Background: an optimization exercise with open tools, aiming at small area, a short achievable clock period and few clock cycles per item. Do not read the settings as production practice. Function was checked by simulation only, so behaviour that the tests miss may differ from the original. Power figures rest on the tool's default switching activity, not on a simulated workload.

File: design/flow/config.mk
export PLATFORM = sky130hd
export DESIGN_NAME = degree_index_sorter
export DESIGN_NICKNAME = degree_index_sorter
export VERILOG_FILES = /design/flow/design.v
export SDC_FILE = /design/flow/constraint.sdc
export NUM_CORES = 4
export LEC_CHECK = 0
export CAP_MARGIN = 20
export CORE_MARGIN = 2
export CORE_UTILIZATION = 35
export PLACE_DENSITY = 0.45
export SETUP_SLACK_MARGIN = 2.5
export SLEW_MARGIN = 20
File: design/flow/constraint.sdc
create_clock -name core_clock -period 7.5 [get_ports {clk}]
set_input_delay 1.5000 -clock core_clock [delete_from_list [all_inputs] [get_ports {clk}]]
set_output_delay 1.5000 -clock core_clock [all_outputs]
set_load 0.01 [all_outputs]
File: design/flow/design.v
package dis_pkg;
  localparam int MAX_VERTICES = 64;
  localparam int DEGREE_W     = 16;
  localparam int INDEX_W      = 6;
  localparam int MODE_W       = 2;
endpackage
module degree_index_sorter (
  input  logic        clk,
  input  logic        rst,
  input  logic        cfg_valid,
  output logic        cfg_ready,
  input  logic [1:0]  cfg_data,
  input  logic        in_valid,
  output logic        in_ready,
  input  logic [15:0] degree,
  input  logic        last,
  output logic        out_valid,
  input  logic        out_ready,
  output logic [5:0]  vertex_index,
  output logic [15:0] vertex_degree,
  output logic        end_of_list,
  output logic        overflow
);
  localparam int N  = 64;
  localparam int FD = 4;      
  logic [1:0] mode;
  logic        a_valid, a_last;
  logic [15:0] a_key;
  logic        b_valid, b_last;
  logic [15:0] b_key;
  logic [N-1:0] c;           
  logic [6:0] cnt;
  logic       fovf;
  logic [15:0]  ck [N];
  logic [5:0]   ci [N];
  logic [N-1:0] v, rv, lk;
  logic       decide, decide2, rev_r, pend, r_busy;
  logic [5:0] head1, head2, tail1, tail2;
  logic [6:0] f_len [FD];
  logic       f_ovf [FD];
  logic       f_dir [FD];
  logic [1:0] f_wp, f_rp;
  logic [2:0] f_cnt;
  logic [6:0]  o_rem;
  logic        o_curovf, o_curdir;
  logic        k_valid, k_eol, k_ovf;
  logic [5:0]  k_idx;
  logic [15:0] k_key;
  logic m1, m2;
  assign m1 = (mode == 2'd1);
  assign m2 = (mode == 2'd2);
  function automatic logic lt16(input logic [15:0] a, input logic [15:0] b);
    logic [15:0] l0, e0;
    logic [7:0]  l1, e1;
    logic [3:0]  l2, e2;
    logic [1:0]  l3, e3;
    for (int j = 0; j < 16; j++) begin
      l0[j] = !a[j] && b[j];
      e0[j] = !a[j] || b[j];
    end
    for (int j = 0; j < 8; j++) begin
      l1[j] = l0[2*j+1] || (e0[2*j+1] && l0[2*j]);
      e1[j] = l0[2*j+1] || (e0[2*j+1] && e0[2*j]);
    end
    for (int j = 0; j < 4; j++) begin
      l2[j] = l1[2*j+1] || (e1[2*j+1] && l1[2*j]);
      e2[j] = l1[2*j+1] || (e1[2*j+1] && e1[2*j]);
    end
    for (int j = 0; j < 2; j++) begin
      l3[j] = l2[2*j+1] || (e2[2*j+1] && l2[2*j]);
      e3[j] = l2[2*j+1] || (e2[2*j+1] && e2[2*j]);
    end
    lt16 = l3[1] || (e3[1] && l3[0]);
  endfunction
  logic popl, popr, rmove, ins, drop;
  logic pop, b_cons, b_adv, closing;
  function automatic logic [4:0] ctl(input logic k_valid_, input logic lk0, input logic rv63,
                                     input logic hd_, input logic r_busy_, input logic full_,
                                     input logic decide_, input logic pend_,
                                     input logic b_valid_, input logic b_last_,
                                     input logic cnt64_, input logic f_full_);
    logic popl_, popr_, allow_;
    popl_  = !k_valid_ && !hd_ && lk0;
    popr_  = !k_valid_ && hd_ && rv63;
    allow_ = b_valid_ && !decide_ && !pend_ && !(b_last_ && f_full_);
    ctl = {popl_, popr_, r_busy_ && (!rv63 || popr_),
           allow_ && !cnt64_ && (!full_ || popl_), allow_ && cnt64_};
  endfunction
  assign pop     = popl || popr;
  assign b_cons  = ins || drop;
  assign b_adv   = !b_valid || b_cons;
  assign closing = b_cons && b_last;
  assign in_ready  = !a_valid || b_adv;
  assign cfg_ready = !a_valid && !b_valid && (cnt == 7'd0) && !v[0] && !r_busy &&
                     !out_valid && !k_valid && !decide && !decide2 && !pend;
  logic [N-1:0] la;
  logic [N+1:0] gt;
  assign la = v & ~rv;
  always_comb begin
    gt[0]   = 1'b0;
    gt[N+1] = 1'b1;
    for (int i = 0; i < N; i++) begin
      gt[i + 1] = !lk[i] && (!v[i] || rv[i] || c[i]);
    end
  end
  logic [N-1:0] rm, sel_l, sel_r, sel_n;
  always_comb begin
    for (int i = 0; i < N; i++) begin
      rm[i]    = rmove && (rv[i] || ((i > 0) ? rv[(i + N - 1) % N] : 1'b0));
      sel_l[i] = rm[i] || (ins && !popl && gt[i] && ((i > 0) ? la[(i + N - 1) % N] : 1'b0));
      sel_r[i] = popl && !rv[i] && !rm[i] && (!ins || !gt[i + 2]);
      sel_n[i] = ins && (popl ? (!gt[i + 1] && gt[i + 2]) : (gt[i + 1] && !gt[i]));
    end
  end
  logic [21:0] nw;
  assign nw = {b_key, cnt[5:0]};
  for (genvar i = 0; i < N; i++) begin : g_cell
    logic [21:0] left, right;
    if (i == 0) begin : g_l0
      assign left = '0;
    end else begin : g_l
      assign left = {ck[i-1], ci[i-1]};
    end
    if (i == N - 1) begin : g_rn
      assign right = '0;
    end else begin : g_r
      assign right = {ck[i+1], ci[i+1]};
    end
    always_ff @(posedge clk) begin
      if (sel_n[i]) begin
        {ck[i], ci[i]} <= nw;
      end else if (sel_l[i]) begin
        {ck[i], ci[i]} <= left;
      end else if (sel_r[i]) begin
        {ck[i], ci[i]} <= right;
      end
    end
  end
  logic [N-1:0] cmp, c_n;
  logic         cmp_new;
  always_comb begin
    cmp_new = lt16(b_key, a_key) ^ m1;
    for (int i = 0; i < N; i++) begin
      cmp[i] = lt16(ck[i], a_key) ^ m1;
    end
    for (int i = 0; i < N; i++) begin
      if (b_adv) begin
        c_n[i] = sel_n[i] ? cmp_new :
                 sel_l[i] ? ((i > 0) ? cmp[(i + N - 1) % N] : 1'b0) :
                 sel_r[i] ? ((i < N - 1) ? cmp[(i + 1) % N] : 1'b0) : cmp[i];
      end else begin
        c_n[i] = sel_l[i] ? ((i > 0) ? c[(i + N - 1) % N] : 1'b0) :
                 sel_r[i] ? ((i < N - 1) ? c[(i + 1) % N] : 1'b0) : c[i];
      end
    end
  end
  logic [N-1:0] t_end, fs;
  logic hit_end, hit_pre, hit_h1, hit_h2;
  always_comb begin
    for (int i = 0; i < N; i++) begin
      t_end[i] = la[i] && !((i + 1 < N) ? la[(i + 1) % N] : 1'b0);
      fs[i]    = !lk[i] && ((i > 0) ? lk[(i + N - 1) % N] : 1'b1);
    end
    hit_end = 1'b0;
    hit_pre = 1'b0;
    hit_h1  = lk[N-1];    
    hit_h2  = 1'b0;
    for (int i = 0; i < N; i++) begin
      hit_end = hit_end || (t_end[i] && gt[i + 1]);
      hit_pre = hit_pre || (t_end[i] && gt[i]);
      hit_h1  = hit_h1  || (fs[i] && gt[i + 1]);
      hit_h2  = hit_h2  || (fs[i] && gt[i + 2]);
    end
  end
  logic signed [6:0] front, back;
  logic              rev_now;
  assign front   = $signed({1'b0, head1}) - $signed({1'b0, head2});
  assign back    = $signed({1'b0, tail2}) - $signed({1'b0, tail1});
  assign rev_now = (front < back);
  logic        first, p_eol, p_ovf;
  logic [6:0]  len;
  logic [15:0] p_key;
  logic [5:0]  p_idx;
  assign first = (o_rem == 7'd0);
  assign len   = first ? f_len[f_rp] : o_rem;
  assign p_eol = (len == 7'd1);
  assign p_ovf = first ? f_ovf[f_rp] : o_curovf;
  assign p_key = popr ? ck[N-1] : ck[0];
  assign p_idx = popr ? ci[N-1] : ci[0];
  logic [6:0] cnt_fin;
  assign cnt_fin = cnt + 7'(ins);
  logic         f_full;
  assign f_full = (f_cnt == 3'(FD));
  logic         m2_n, k_valid_n, decide_n, pend_n, r_busy_n, b_valid_n, b_last_n, f_full_n;
  logic         conv, lock, hd_n, full_n;
  logic [6:0]   cnt_n, o_rem_n;
  logic [1:0]   f_rp_n, f_wp_last;
  logic [2:0]   f_cnt_n;
  logic         o_curdir_n;
  logic [N-1:0] v_n, rv_m, rv_n, lk_m, lk_n;
  logic [6:0]   gap, gap_n;
  always_comb begin
    m2_n      = ((cfg_valid && cfg_ready) ? cfg_data : mode) == 2'd2;
    b_valid_n = b_adv ? a_valid : b_valid;
    b_last_n  = b_adv ? a_last : b_last;
    cnt_n     = closing ? 7'd0 : cnt_fin;
    conv     = (pend || (decide2 && rev_r)) && !r_busy;
    pend_n   = (pend || (decide2 && rev_r)) && r_busy;
    decide_n = closing && m2 && cnt_fin >= 7'd2;
    lock     = (closing && !(m2 && cnt_fin >= 7'd2)) || (decide2 && !rev_r);
    r_busy_n = conv || (r_busy && !(popr && p_eol));
    for (int i = 0; i < N; i++) begin
      v_n[i]  = sel_n[i] ? 1'b1 :
                sel_l[i] ? ((i > 0) ? (rm[i] ? rv[(i + N - 1) % N] : v[(i + N - 1) % N]) : 1'b0) :
                sel_r[i] ? ((i < N - 1) ? (v[(i + 1) % N] && !rv[(i + 1) % N]) : 1'b0) : v[i];
      rv_m[i] = rm[i] ? ((i > 0) ? rv[(i + N - 1) % N] : 1'b0) : rv[i];
    end
    lk_m = popl ? {1'b0, lk[N-1:1]} : lk;
    rv_n = rv_m | ({N{conv}} & v_n & ~lk_m & ~rv_m);
    lk_n = lock ? (v_n & ~rv_m) : lk_m;
    gap_n  = conv ? 7'd0 : gap + 7'(rmove) + 7'(popl && !ins) - 7'(ins && !popl);
    full_n = (gap_n == 7'd0);
    f_cnt_n  = f_cnt + 3'(closing) - 3'(pop && first);
    f_full_n = !(pop && first) && (f_full || (closing && f_cnt == 3'(FD - 1)));
    f_rp_n   = f_rp + 2'(pop && first);
    f_wp_last = f_wp - 2'd1;
    o_rem_n  = pop ? len - 7'd1 : o_rem;
    o_curdir_n = (pop && first) ? f_dir[f_rp] : o_curdir;
    if (pop ? !p_eol : !first)             hd_n = o_curdir_n;
    else if (decide2 && f_rp_n == f_wp_last) hd_n = rev_r;
    else if (closing && f_rp_n == f_wp)   hd_n = 1'b0;
    else                                  hd_n = f_dir[f_rp_n];
    if (!out_valid || out_ready) k_valid_n = 1'b0;
    else if (pop)                k_valid_n = 1'b1;
    else                         k_valid_n = k_valid;
  end
  always_ff @(posedge clk) begin
    c <= c_n;
    if (in_valid && in_ready) begin
      a_key  <= degree;
      a_last <= last;
    end
    if (b_adv) begin
      b_key  <= a_key;
      b_last <= a_last;
    end
    if (ins && m2) begin
      if (!hit_end) begin
        tail2 <= tail1;
        tail1 <= cnt[5:0];
      end else if (!hit_pre) begin
        tail2 <= cnt[5:0];
      end
      if (hit_h1) begin
        head2 <= head1;
        head1 <= cnt[5:0];
      end else if (hit_h2) begin
        head2 <= cnt[5:0];
      end
    end
    if (closing) begin
      f_len[f_wp] <= cnt_fin;
      f_ovf[f_wp] <= fovf || drop;
      f_dir[f_wp] <= 1'b0;
    end
    if (decide) rev_r <= rev_now;
    if (decide2) f_dir[f_wp_last] <= rev_r;
    if (pop && first) begin
      o_curovf <= f_ovf[f_rp];
      o_curdir <= f_dir[f_rp];
    end
  end
  always_ff @(posedge clk) begin
    if (rst) begin
      mode    <= 2'd0;
      a_valid <= 1'b0;
      b_valid <= 1'b0;
      cnt     <= '0;
      fovf    <= 1'b0;
      v       <= '0;
      rv      <= '0;
      gap     <= 7'(N);
      lk      <= '0;
      decide  <= 1'b0;
      decide2 <= 1'b0;
      pend    <= 1'b0;
      r_busy  <= 1'b0;
      f_wp    <= '0;
      f_rp    <= '0;
      f_cnt   <= '0;
      o_rem   <= '0;
      out_valid <= 1'b0;
      k_valid <= 1'b0;
      {popl, popr, rmove, ins, drop} <= '0;
    end else begin
      if (cfg_valid && cfg_ready) mode <= cfg_data;
      if (in_valid && in_ready) begin
        a_valid <= 1'b1;
      end else if (b_adv) begin
        a_valid <= 1'b0;
      end
      b_valid <= b_valid_n;
      cnt <= cnt_n;
      if (closing)   fovf <= 1'b0;
      else if (drop) fovf <= 1'b1;
      v      <= v_n;
      rv     <= rv_n;
      gap    <= gap_n;
      lk     <= lk_n;
      decide <= decide_n;
      decide2 <= decide;
      pend   <= pend_n;
      r_busy <= r_busy_n;
      if (closing) f_wp <= f_wp + 2'd1;
      f_rp  <= f_rp_n;
      f_cnt <= f_cnt_n;
      o_rem <= o_rem_n;
      if (!out_valid || out_ready) begin
        out_valid <= k_valid || pop;
      end
      k_valid <= k_valid_n;
      {popl, popr, rmove, ins, drop} <= ctl(k_valid_n, lk_n[0], rv_n[N-1], hd_n, r_busy_n, full_n,
                                            decide_n || decide, pend_n, b_valid_n, b_last_n, cnt_n[6],
                                            f_full_n);
    end
  end
  always_ff @(posedge clk) begin
    if (!out_valid || out_ready) begin
      if (k_valid) begin
        {overflow, end_of_list, vertex_index, vertex_degree} <= {k_ovf, k_eol, k_idx, k_key};
      end else begin
        {overflow, end_of_list, vertex_index, vertex_degree} <= {p_ovf, p_eol, p_idx, p_key};
      end
    end else if (pop) begin
      {k_ovf, k_eol, k_idx, k_key} <= {p_ovf, p_eol, p_idx, p_key};
    end
  end
endmodule
File: design/flow/run.sh
#!/bin/bash
# synth_recipe.tcl (not shown) runs the flow's synth.tcl, then flattens the netlist and writes it again
# the make line also repeats each setting of config.mk as NAME=value (left out here)
make -C /OpenROAD-flow-scripts/flow DESIGN_CONFIG=/design/flow/config.mk WORK_HOME=/design/flow/orfs CLKGATE_MAP_FILE= SYNTH_SCRIPT=/design/flow/synth_recipe.tcl finish
==> flow_summary.json, run 1 <==
{
  "min_path_cells": 2,
  "io_pins": 51,
  "slew_headroom_pct": 18.5,
  "max_freq_mhz": 206,
  "syn_avg_cell_area_um2": 8.85,
  "cts_hold_buf": 0,
  "cap_viol_max_count": 0,
  "worstPathRequired_ns": 8.20,
  "use_met3_pct": 7.26,
  "synth_most_common_cell": "nor2_1",
  "synthTopCellsByArea": "edfxtp_1 41%, mux2i_1 9.3%, a21oi_1 8.3%",
  "place.detailed.hpwl_mm": 433,
  "cts_setup_buffers": 0,
  "setup_tns_ns": 0,
  "swShare_pct": 29.9,
  "comb_power_share_pct": 13.1,
  "min-delay-path-class": "reg2reg",
  "intPower_w": 0.0192,
  "initial_core_util_pct": 35.2,
  "grt_use_met2_pct": 54.6,
  "setup.worst_path.end_class": "flop",
  "track_usage_pct": 34.9,
  "ys_seq_elements": 1853,
  "netlist_area_um2": 117000,
  "synth_edf_count": 1615,
  "rsz0062_at_grt": "no",
  "route.detailed.drc": 0,
  "fin_hold_ws_ns": 0.463,
  "ys.flop_type": "edfxtp_1",
  "reg2reg_slack_ns": 2.65,
  "die-width_um": 583,
  "nNetsFinal": 12891,
  "busiest_layer": "met2",
  "first_pass_iters": 9,
  "grt_overflow": 0,
  "switchingPower_w": 0.00819,
  "setup_viol": 0,
  "synthArstFlopShare_pct": 0,
  "netlist_top_cells_count": "2113 x nor2_1, 1941 x a21oi_1, 1615 x edfxtp_1",
  "powerDensity_nw_per_um2": 209,
  "synth_top_area_cell": "edfxtp_1",
  "critPathLaunchType": "flop",
  "vdd_drop_max_uv": 199,
  "drive_gt1_share_pct": 7.92,
  "drv_slew": 0,
  "area_growth_pct": 11.6,
  "yosysWarnings": 3,
  "reg2reg_from": "b_key[3]",
  "portBuffers": 50,
  "cts_tree": "built",
  "cp_max_fo": 28,
  "holdCritStartpoint": "b_last",
  "cts_inserted_buffers": 235,
  "core_area_um2": 334000,
  "finClkSkew_ns": 0.0687,
  "clk_pin_slew_worst_paths_ns": 0.06,
  "p_clk_share_pct": 42.7,
  "seq_area_frac_synth_pct": 45.4,
  "grt_util_met1_pct": 43.4,
  "yosysUniqueCellTypes": 91,
  "clockBufferDepth": 4,
  "vias": 110272,
  "fin_crit_ns": 4.85,
  "r2r-end": "c[57]",
  "clock_latency_ns": 1.02,
  "seqPwrFrac_pct": 44.2,
  "multi_input_area_um2": 59500,
  "crit_arrival_ns": 5.55,
  "final.fill_count": 33392,
  "drt_iter0_drc": 15675,
  "die-area_um2": 340000,
  "hold_viol": 0,
  "gp_congestion": 1.06,
  "antenna_found_initial": 57,
  "worstMarginPinSlew_ns": 1.21,
  "die_height_um": 583,
  "synth.top_cell.area_share_pct": 41.3,
  "htreeDepth": 4,
  "synth_fp_nets": 13328,
  "viasPerCell": 6.32,
  "fin_crit_sh_pct": 64.7,
  "grt_pass1_vias": 103424,
  "cts_num_sinks": 1853,
  "min_delay_worst_endpoint": "b_last",
  "routedWlPerCell_um": 35.2,
  "rows": 212,
  "p_leak_nw": 44.9,
  "grt_max_degree": 85,
  "synth_cells": 13264,
  "cts_root_buf": "clkbuf_16",
  "rr_worst_depth": 12,
  "status": "finished clean",
  "seq_area_um2": 53300,
  "critPathKind": "reg2reg",
  "grt_pass1_wl_mm": 843,
  "ant_nets": 0,
  "wl_mm": 614
}
layout by cell type (no fill, tap or decap), drive strengths merged, types with 67 or more instances in the layout:
cell type	synthesis	final
nand2	1155	1155
clkbuf	919	323
a22oi	78	78
a221oi	69	69
nor2	2113	2113
nand2b	184	184
dfxtp	238	238
clkinv	12	91
a31oi	352	352
nor3	105	105
a21oi	1941	1941
o21ai	696	696
nor2b	187	187
inv	341	350
nand3	228	228
buf	201	395
mux2	93	93
edfxtp	1615	1615
mux2i	1095	1095
o22ai	128	128
maj3	222	222
nand3b	83	83
xnor2	67	67
metrics by stage:
| stage | cell area (um2) | setup slack (ns) | util [%] | power, W | std cells |
|---|---|---|---|---|---|
| 2_1_floorplan | 117000 | 3.60 | - | 0.0139 | 13264 |
| 3_3_place_gp | 123000 | 2.73 | 36.9 | 0.0157 | 16970 |
| 3_5_place_dp | 123000 | 2.69 | 36.9 | 0.0157 | 16972 |
| 4_1_cts | 131000 | 2.51 | 39.2 | 0.0273 | 17405 |
| 5_1_grt | 131000 | 2.53 | 39.3 | 0.0280 | 17425 |
| 6_report | 131000 | 2.65 | 39.3 | 0.0273 | 17452 |
power groups by stage:
stage                     clock, W  sequential [W]  combinational, W
after floorplan                  0          0.0120           0.00192
after global placement           0          0.0123           0.00341
after detailed placement         0          0.0123           0.00345
after CTS                   0.0118          0.0121           0.00346
after global routing        0.0122          0.0121           0.00370
final                       0.0117          0.0121           0.00357
repair_timing:
item                                    in CTS  in global routing
endpoints found under the setup margin       1                  5
gates resized for setup                      1                  6
pin swaps                                    0                  0
worst max-delay path, cell delays in order, from the launching register on:
cell	delay [ns]
edfxtp_1	0.32
buf_4	0.46
clkinv_1	0.68
buf_4	0.45
o32a_1	0.38
nand2_1	0.08
maj3_1	0.17
o21ai_0	0.12
mux2_2	0.33
nand2_4	0.51
buf_4	0.41
nor2_1	0.07
or4_1	0.52
logic make-up (layout without fill, tap and decap cells):
family	after synthesis	after routing	synth area share [%]
other cells	0	42	0
xor+xnor	81	81	0.610
simple gates	4355	4355	16.1
fa+ha+maj	262	262	2.36
compound gates	4042	4042	20.4
buf+inv	1473	1232	4.73
mux	1198	1198	10.4
flops	1853	1853	45.4
metal layers:
metal  up-vias  part of all wire, %
li1      47825                    -
met1     54183                   38
met2      6594                   45
met3      1652                  9.2
met4        18                  7.4
met5         -                0.021
area by class of cell:
cell class | count | share of cell area (%)
diodes | 42 | 0.0802
clock buffers | 321 | 4.92
clock inverters | 112 | 0.858
inverters | 353 | 1.05
multi-input cells | 9938 | 45.4
flip-flops and latches | 1853 | 40.7
well taps | 4387 | 4.19
repair buffers | 446 | 2.84
registers in the layout (all words and copies together), names as in the netlist, 16 cells and up:
register / cells
ck: 1024
v: 64
b_key: 16
lk: 64
ci: 384
k_key: 16
c: 64
vertex_degree: 16
rv: 64
a_key: 16
f_len: 28
worst max path at each step:
| stage | from | end | slack, ns | cells past startpoint |
|---|---|---|---|---|
| after floorplan | ins | ins | 3.60 | 17 |
| after global placement | popl | lk[37] | 2.73 | 15 |
| after detailed placement | popl | lk[37] | 2.69 | 15 |
| after CTS | cnt[4] | cfg_ready | 2.51 | 4 |
| after global routing | a_key[8] | c[44] | 2.53 | 12 |
| final | b_key[3] | c[57] | 2.65 | 12 |
Testbench counts, summed over its fixed seeds: cycles 5,685, items 3,773.
==> run 2, diff against run 1 <==
--- a/design/flow/config.mk
+++ b/design/flow/config.mk
@@ -11,3 +11,3 @@
 export PLACE_DENSITY = 0.45
-export SETUP_SLACK_MARGIN = 2.5
+export SETUP_SLACK_MARGIN = 3.5
 export SLEW_MARGIN = 20
==> run 2 against run 1 <==
Against the previous run: highest routed layer unchanged; still clean on timing, DRC and antenna; flip-flop and latch count unchanged; synthesized area unchanged; die area unchanged.
==> flow_summary.json, run 2 <==
{
  "vdd_drop_max_uv": 202,
  "die-area_um2": 340000,
  "power_w": 0.0276,
  "slew_headroom_pct": 16.3,
  "final_common_cell": "nor2_1",
  "synth_top_area_cell": "edfxtp_1",
  "yosysWarnings": 3,
  "synth.top_cell.area_share_pct": 41.3,
  "cap_viol_max_count": 0,
  "synth_most_common_cell": "nor2_1",
  "cts_inserted_buffers": 235,
  "reg2reg_slack_ns": 3.45,
  "finClkSkew_ns": 0.0679,
  "ys.flop_type": "edfxtp_1",
  "multi_input_area_um2": 60000,
  "final.fill_count": 33251,
  "ant_nets": 0,
  "fin_crit_sh_pct": 54.0,
  "holdCritStartpoint": "b_last",
  "min-delay-path-class": "reg2reg",
  "crit_arrival_ns": 4.83,
  "synth_edf_count": 1615,
  "hold_viol": 0,
  "switchingPower_w": 0.00837,
  "die-width_um": 583,
  "worst_slack_ns": 3.45,
  "setup.worst_path.end_class": "flop",
  "final_cell_mix": "2100 x nor2_1, 1936 x a21oi_1, 1615 x edfxtp_1",
  "grt_pass1_vias": 103884,
  "r2r-end": "c[47]",
  "clockBufferDepth": 4,
  "ys_seq_elements": 1853,
  "gp_congestion": 1.06,
  "first_pass_iters": 9,
  "syn_avg_cell_area_um2": 8.85,
  "yosysUniqueCellTypes": 91,
  "cts_tree": "built",
  "initial_core_util_pct": 35.2,
  "seq_area_frac_synth_pct": 45.4,
  "setup_viol": 0,
  "startpoint": "a_key[10]",
  "swShare_pct": 30.3,
  "viasPerCell": 6.37,
  "core_area_um2": 334000,
  "portBuffers": 50,
  "antenna_found_initial": 61,
  "critPathLaunchType": "flop",
  "drv_slew": 0,
  "cp_max_fo": 31,
  "rows": 212,
  "setup_tns_ns": 0,
  "cts_root_buf": "clkbuf_16",
  "seqPwrFrac_pct": 43.6,
  "intPower_w": 0.0193,
  "seq_area_um2": 53300,
  "synthArstFlopShare_pct": 0,
  "drt_iter0_drc": 16837,
  "grt_pass1_wl_mm": 854,
  "clock_latency_ns": 1.02,
  "wl_mm": 635,
  "drive_gt1_share_pct": 8.99,
  "clk_pin_slew_worst_paths_ns": 0.06,
  "vias": 111624,
  "max_freq_mhz": 247,
  "rsz0062_at_grt": "yes",
  "synthTopCellsByArea": "edfxtp_1 41%, mux2i_1 9.3%, a21oi_1 8.3%",
  "area_growth_pct": 13.2,
  "io_pins": 51,
  "critPathKind": "reg2reg",
  "grt_overflow": 0,
  "worstMarginPinSlew_ns": 1.25,
  "largest_reg_flops": 1024,
  "synth_cells": 13264,
  "crit_end": "c[47]",
  "reg2reg_from": "a_key[10]",
  "die_height_um": 583,
  "rr_worst_depth": 11,
  "htreeDepth": 4,
  "routedWlPerCell_um": 36.2,
  "worstPathRequired_ns": 8.28,
  "netlist_top_cells_count": "2113 x nor2_1, 1941 x a21oi_1, 1615 x edfxtp_1",
  "netlist_area_um2": 117000,
  "place.detailed.hpwl_mm": 433,
  "powerDensity_nw_per_um2": 208,
  "grt_max_degree": 85,
  "p_clk_share_pct": 42.4,
  "fin_crit_ns": 4.05,
  "synth_fp_nets": 13328,
  "route.detailed.drc": 0,
  "comb_power_share_pct": 14.0,
  "nNetsFinal": 12973,
  "p_leak_nw": 45.7,
  "post-place-ws_ns": 2.69,
  "status": "finished clean",
  "cts_num_sinks": 1853,
  "track_usage_pct": 35.5
}
[run 2: cell counts after synthesis]
No cell type changed its count.
[run 2: what timing repair did]
action | in CTS | in global routing
gates cloned | 6 | 11
pin swaps | 5 | 20
hold endpoints to repair | 0 | 0
hold buffers | 0 | 0
setup buffers | 36 | 31
resized for setup | 122 | 131
setup endpoints to repair | 1093 | 430
[run 2: worst min path at each step]
| stage | endpoint | slack, ns | cells after the start |
|---|---|---|---|
| finish | b_last | 0.46 | 2 |
| CTS | b_last | 0.45 | 2 |
| global route | rev_r | 0.50 | 0 |
| global placement | b_last | 0.45 | 2 |
| detailed placement | b_last | 0.44 | 2 |
| floorplan | b_key[13] | 0.42 | 0 |
[run 2: metrics by stage]
stage               cell area, um2  hold slack [ns]  cells  util, %
finish                      133000            0.459  17537     39.9
global route                133000            0.504  17508     39.8
CTS                         132000            0.454  17447     39.5
detailed placement          123000            0.444  16972     36.9
global placement            123000            0.451  16970     36.9
floorplan                   117000            0.421  13264        -
[run 2: layout make-up]
class / instances / area share, %
Multi-Input combinational cell: 9944 / 45.1
Sequential cell: 1853 / 40.1
Clock buffer: 321 / 4.85
Tap cell: 4387 / 4.13
Timing Repair Buffer: 520 / 3.78
Inverter: 353 / 1.11
Clock inverter: 112 / 0.846
Antenna cell: 45 / 0.0847
Timing Repair inverter: 2 / 0.0169
[run 2: layer usage]
layer  part of all wire (%)  track usage [%]  vias up
met2                     45             55.2     6948
met3                    9.8             7.70     1754
met5                  0.026           0.0992        -
li1                       -                -    47981
met1                     38             44.1    54921
met4                    7.5             23.9       20
[run 2: cells by family (layout without fill, tap and decap cells)]
| logic type | after synthesis | count (layout) | synth area share (%) |
|---|---|---|---|
| xor gates and xnor gates | 81 | 81 | 0.610 |
| other | 0 | 45 | 0 |
| adders and majority gates | 262 | 262 | 2.36 |
| buffers and inverters | 1473 | 1308 | 4.73 |
| muxes | 1198 | 1198 | 10.4 |
| AOI/OAI and AO/OA | 4042 | 4044 | 20.4 |
| DFF | 1853 | 1853 | 45.4 |
| and+or+nand+nor | 4355 | 4359 | 16.1 |
[run 2: power groups by stage]
stage                     clock network, W  logic, W  registers, W
after CTS                           0.0118   0.00362        0.0120
after detailed placement                 0   0.00345        0.0123
final                               0.0117   0.00388        0.0121
after global routing                0.0122   0.00398        0.0121
after floorplan                          0   0.00192        0.0120
after global placement                   0   0.00341        0.0123
[run 2: worst max-delay path: stages, from the launching register on]
cell and delay, ns:
edfxtp_1 0.37, clkbuf_16 0.39, inv_6 0.22, buf_8 0.26, a21oi_1 0.18, a2bb2oi_1 0.25, nand2_1 0.11, a2111oi_0 0.85
a21oi_1 0.20, xnor2_1 0.47, o221ai_1 0.18, a22oi_1 0.21
==> run 3, diff against run 2 <==
--- a/design/flow/design.v
+++ b/design/flow/design.v
@@ -114,2 +114,3 @@
   end
+  logic [21:0] cw [N];
   logic [21:0] nw;
@@ -117,3 +118,3 @@
   for (genvar i = 0; i < N; i++) begin : g_cell
-    logic [21:0] left, right;
+    logic [21:0] left, right, nx;
     if (i == 0) begin : g_l0
@@ -121,3 +122,3 @@
     end else begin : g_l
-      assign left = {ck[i-1], ci[i-1]};
+      assign left = cw[i-1];
     end
@@ -126,11 +127,14 @@
     end else begin : g_r
-      assign right = {ck[i+1], ci[i+1]};
+      assign right = cw[i+1];
+    end
+    if (i % 2 == 0) begin : g_even
+      assign nx = ~nw;
+      assign {ck[i], ci[i]} = cw[i];
+    end else begin : g_odd
+      assign nx = nw;
+      assign {ck[i], ci[i]} = ~cw[i];
     end
     always_ff @(posedge clk) begin
-      if (sel_n[i]) begin
-        {ck[i], ci[i]} <= nw;
-      end else if (sel_l[i]) begin
-        {ck[i], ci[i]} <= left;
-      end else if (sel_r[i]) begin
-        {ck[i], ci[i]} <= right;
+      if (sel_n[i] || sel_l[i] || sel_r[i]) begin
+        cw[i] <= ~(({22{sel_n[i]}} & nx) | ({22{sel_l[i]}} & left) | ({22{sel_r[i]}} & right));
       end
--- a/design/flow/config.mk
+++ b/design/flow/config.mk
@@ -8,5 +8,7 @@
 export CAP_MARGIN = 20
+export CELL_PAD_IN_SITES_DETAIL_PLACEMENT = 1
+export CELL_PAD_IN_SITES_GLOBAL_PLACEMENT = 1
 export CORE_MARGIN = 2
 export CORE_UTILIZATION = 35
-export PLACE_DENSITY = 0.45
+export PLACE_DENSITY = 0.5
 export SETUP_SLACK_MARGIN = 3.5
==> run 3 against run 2 <==
Against the previous run: still clean; synthesized cell count is 21% lower; count of clock-buffer cells in the layout fell by 32; die area shrank 9.0%; utilization rose by 0.57 points; combinational power grew 38%; largest cell class is now sequential cells.
==> flow_summary.json, run 3 <==
{
  "slew_headroom_pct": 12.9,
  "critPathLaunchType": "flop",
  "synth_most_common_cell": "edfxtp_1",
  "grt_pass1_wl_mm": 928,
  "worstMarginPinSlew_ns": 1.31,
  "route.detailed.drc": 0,
  "layout.cells.non_filler": 14558,
  "clock_latency_ns": 0.98,
  "cp.buffers_inverters": 3,
  "synthArstFlopShare_pct": 0,
  "netlist_top_cells_count": "1615 x edfxtp_1, 1211 x nor2_1, 894 x a222oi_1",
  "startpoint": "a_key[14]",
  "core_area_um2": 303000,
  "drive_gt1_share_pct": 12.9,
  "first_pass_iters": 15,
  "area_growth_pct": 14.8,
  "cp_max_fo": 50,
  "reg2reg_from": "a_key[14]",
  "initial_core_util_pct": 35.2,
  "htreeDepth": 4,
  "final_cell_mix": "1615 x edfxtp_1, 1180 x nor2_1, 894 x a222oi_1",
  "worstPathRequired_ns": 8.21,
  "wl_mm": 691,
  "track_usage_pct": 43.2,
  "cts_root_buf": "clkbuf_16",
  "crit_arrival_ns": 4.81,
  "drv_slew": 0,
  "synth_fp_nets": 10592,
  "gp_congestion": 1.00,
  "netlist_area_um2": 107000,
  "setup.worst_path.end_class": "flop",
  "rsz0062_at_grt": "yes",
  "grt_max_degree": 100,
  "vdd_drop_max_uv": 196,
  "placed_cells": 13993,
  "yosysWarnings": 4,
  "synth_edf_count": 1615,
  "fin_crit_sh_pct": 54.6,
  "setup_viol": 0,
  "grt_overflow": 0,
  "grt_pass1_vias": 104060,
  "antenna_found_initial": 75,
  "clockBufferDepth": 4,
  "drt_iter0_drc": 22129,
  "die_height_um": 556,
  "max_freq_mhz": 244,
  "finClkSkew_ns": 0.0543,
  "die-area_um2": 310000,
  "multi_input_area_um2": 50200,
  "status": "finished clean",
  "min-delay-path-class": "reg2reg",
  "hold_viol": 0,
  "cpMostUsedCell": "nand2_1",
  "final_common_cell": "edfxtp_1",
  "portBuffers": 50,
  "power_w": 0.0297,
  "final.fill_count": 32927,
  "place.detailed.hpwl_mm": 478,
  "path_cells": "buf_12 > clkinv_4 > buf_6 > nand2_1 > o221ai_1 > nor3_1 > o21ai_0 > o311a_1 > nand2_1 > xnor2_1 > a21oi_1 > a21oi_2",
  "synthTopCellsByArea": "edfxtp_1 45%, a222oi_1 8.4%, a221oi_1 4.8%",
  "powerDensity_nw_per_um2": 242,
  "fin_crit_ns": 4.10,
  "viasPerCell": 7.55,
  "ys.flop_type": "edfxtp_1",
  "rows": 202,
  "cts_num_sinks": 1853,
  "synth_cells": 10528,
  "routedWlPerCell_um": 47.5,
  "path_delay_family": "compound AO/OA/AOI/OAI gates",
  "die-width_um": 556,
  "holdCritStartpoint": "o_rem[0]",
  "stdcell_area_um2": 123000,
  "clk_pin_slew_worst_paths_ns": 0.06,
  "cpPeakStageDelay_ns": 0.44,
  "yosysUniqueCellTypes": 99,
  "cts_inserted_buffers": 229,
  "critPathKind": "reg2reg",
  "cp_slowest_cell": "a21oi_2",
  "synth.top_cell.area_share_pct": 45.4,
  "cap_viol_max_count": 0,
  "seq_area_um2": 53300,
  "vias": 109966,
  "cts_tree": "built",
  "nNetsFinal": 10387,
  "p_leak_nw": 37.3,
  "cts_hold_buf": 0,
  "place_area_um2": 113000,
  "setup_tns_ns": 0,
  "io_pins": 51,
  "syn_avg_cell_area_um2": 10.1,
  "synth_top_area_cell": "edfxtp_1",
  "seq_area_frac_synth_pct": 49.9,
  "largest_reg_flops": 1408,
  "ant_nets": 0,
  "ys_seq_elements": 1853
}
==> run 3: cell count changes in the layout (fill, tap and decap cells not counted), sizes merged, moves of 70 or more <==
cell and change:
a21oi -1262, mux2i -1032, nor2 -902, a222oi +855
a221oi +519, nand2 -491, o21ai -168, a31oi -138
inv -87, nor3 +70
==> run 3: what timing repair did <==
item                                     CTS  global route
gates cloned                               8             2
gates resized for setup                  116           103
pin swaps                                  9             6
endpoints found under the setup margin  1302           158
buffers inserted                          53            11
==> run 3: cell families after synthesis <==
kind of cell    after synthesis  synth area share (%)
mux                         167                  1.79
fa+ha+maj                   236                  2.35
compound gates             3900                  27.6
simple gates               2993                  13.0
flops                      1853                  49.9
xor+xnor                     79                 0.655
buf+inv                    1300                  4.73
==> run 3: cell type report <==
class / count / area share, %
Antenna cell: 61 / 0.125
Clock buffer: 289 / 4.96
Clock inverter: 138 / 1.18
Inverter: 283 / 0.938
Multi-Input combinational cell: 7377 / 40.9
Sequential cell: 1853 / 43.5
Tap cell: 3978 / 4.06
Timing Repair Buffer: 579 / 4.36
==> run 3: through the flow <==
| step | hold slack (ns) | util [%] | worst slack [ns] |
|---|---|---|---|
| floorplan | 0.421 | - | 3.51 |
| global placement | 0.466 | 37.3 | 2.28 |
| detailed placement | 0.476 | 37.3 | 2.28 |
| CTS | 0.486 | 40.2 | 3.46 |
| global route | 0.514 | 40.4 | 3.38 |
| finish | 0.486 | 40.4 | 3.41 |
==> run 3: worst paths after layout <==
check        endpoint  slack [ns]  cells past startpoint
max             c[35]        3.41                     12
min          o_rem[0]        0.49                      2
max reg2reg     c[35]        3.41                     12
min reg2reg  o_rem[0]        0.49                      2
==> run 3: where the power goes <==
| part | internal [W] | total, W | switching, W | leakage (nW) |
|---|---|---|---|---|
| clock network | 0.00656 | 0.0117 | 0.00511 | 3.66 |
| logic | 0.00147 | 0.00535 | 0.00388 | 19.0 |
| registers | 0.0119 | 0.0127 | 0.000776 | 14.7 |
==> run 3: per-layer routing <==
| metal | GRT usage [%] | part of all wire (%) | vias to the layer above |
|---|---|---|---|
| met4 | 27.4 | 7.4 | 40 |
| met3 | 13.6 | 12 | 1963 |
| met5 | 0 | 0.037 | - |
| li1 | - | - | 42562 |
| met2 | 62.9 | 42 | 8461 |
| met1 | 55.1 | 38 | 56940 |
==> run 3: tightest hold or removal path: stages (launching register included) <==
cell and delay, ns:
dfxtp_1 0.33, nand2_1 0.06, a21oi_1 0.05
Testbench counts of run 3, summed over its fixed seeds: cycles 5,685, items 3,773.

==> static timing again, ports no longer ideal <==
The results above use ideal ports. As a check the final layouts listed here were re-extracted and re-timed, cells and wires unchanged. Step 1, drivers: a clkbuf_16 drives clk and a buf_2 each remaining input, both assumed. Step 2 moves the port delays by t, midway between the first and last clock arrival at a register: inputs arrive t later, outputs are due t later. That takes back most of the time a late clock gives input paths. Slacks: ideal ports / drivers / drivers and shift; pairs: ideal ports / drivers.
run | shift t [ns] | setup slack, ns | worst setup path after step 2 | latest minus earliest clock arrival (ns) | worst register clock-pin slew, ns
run 1 | 1.083 | 2.649 / 2.543 / 2.649 | register to register | 0.081 / 0.081 | 0.07 / 0.07
run 2 | 1.086 | 3.451 / 3.451 / 3.451 | register to register | 0.083 / 0.082 | 0.07 / 0.07
run 3 | 1.075 | 3.405 / 3.405 / 3.405 | register to register | 0.061 / 0.060 | 0.07 / 0.07
After both steps setup and hold are still met in every run listed.
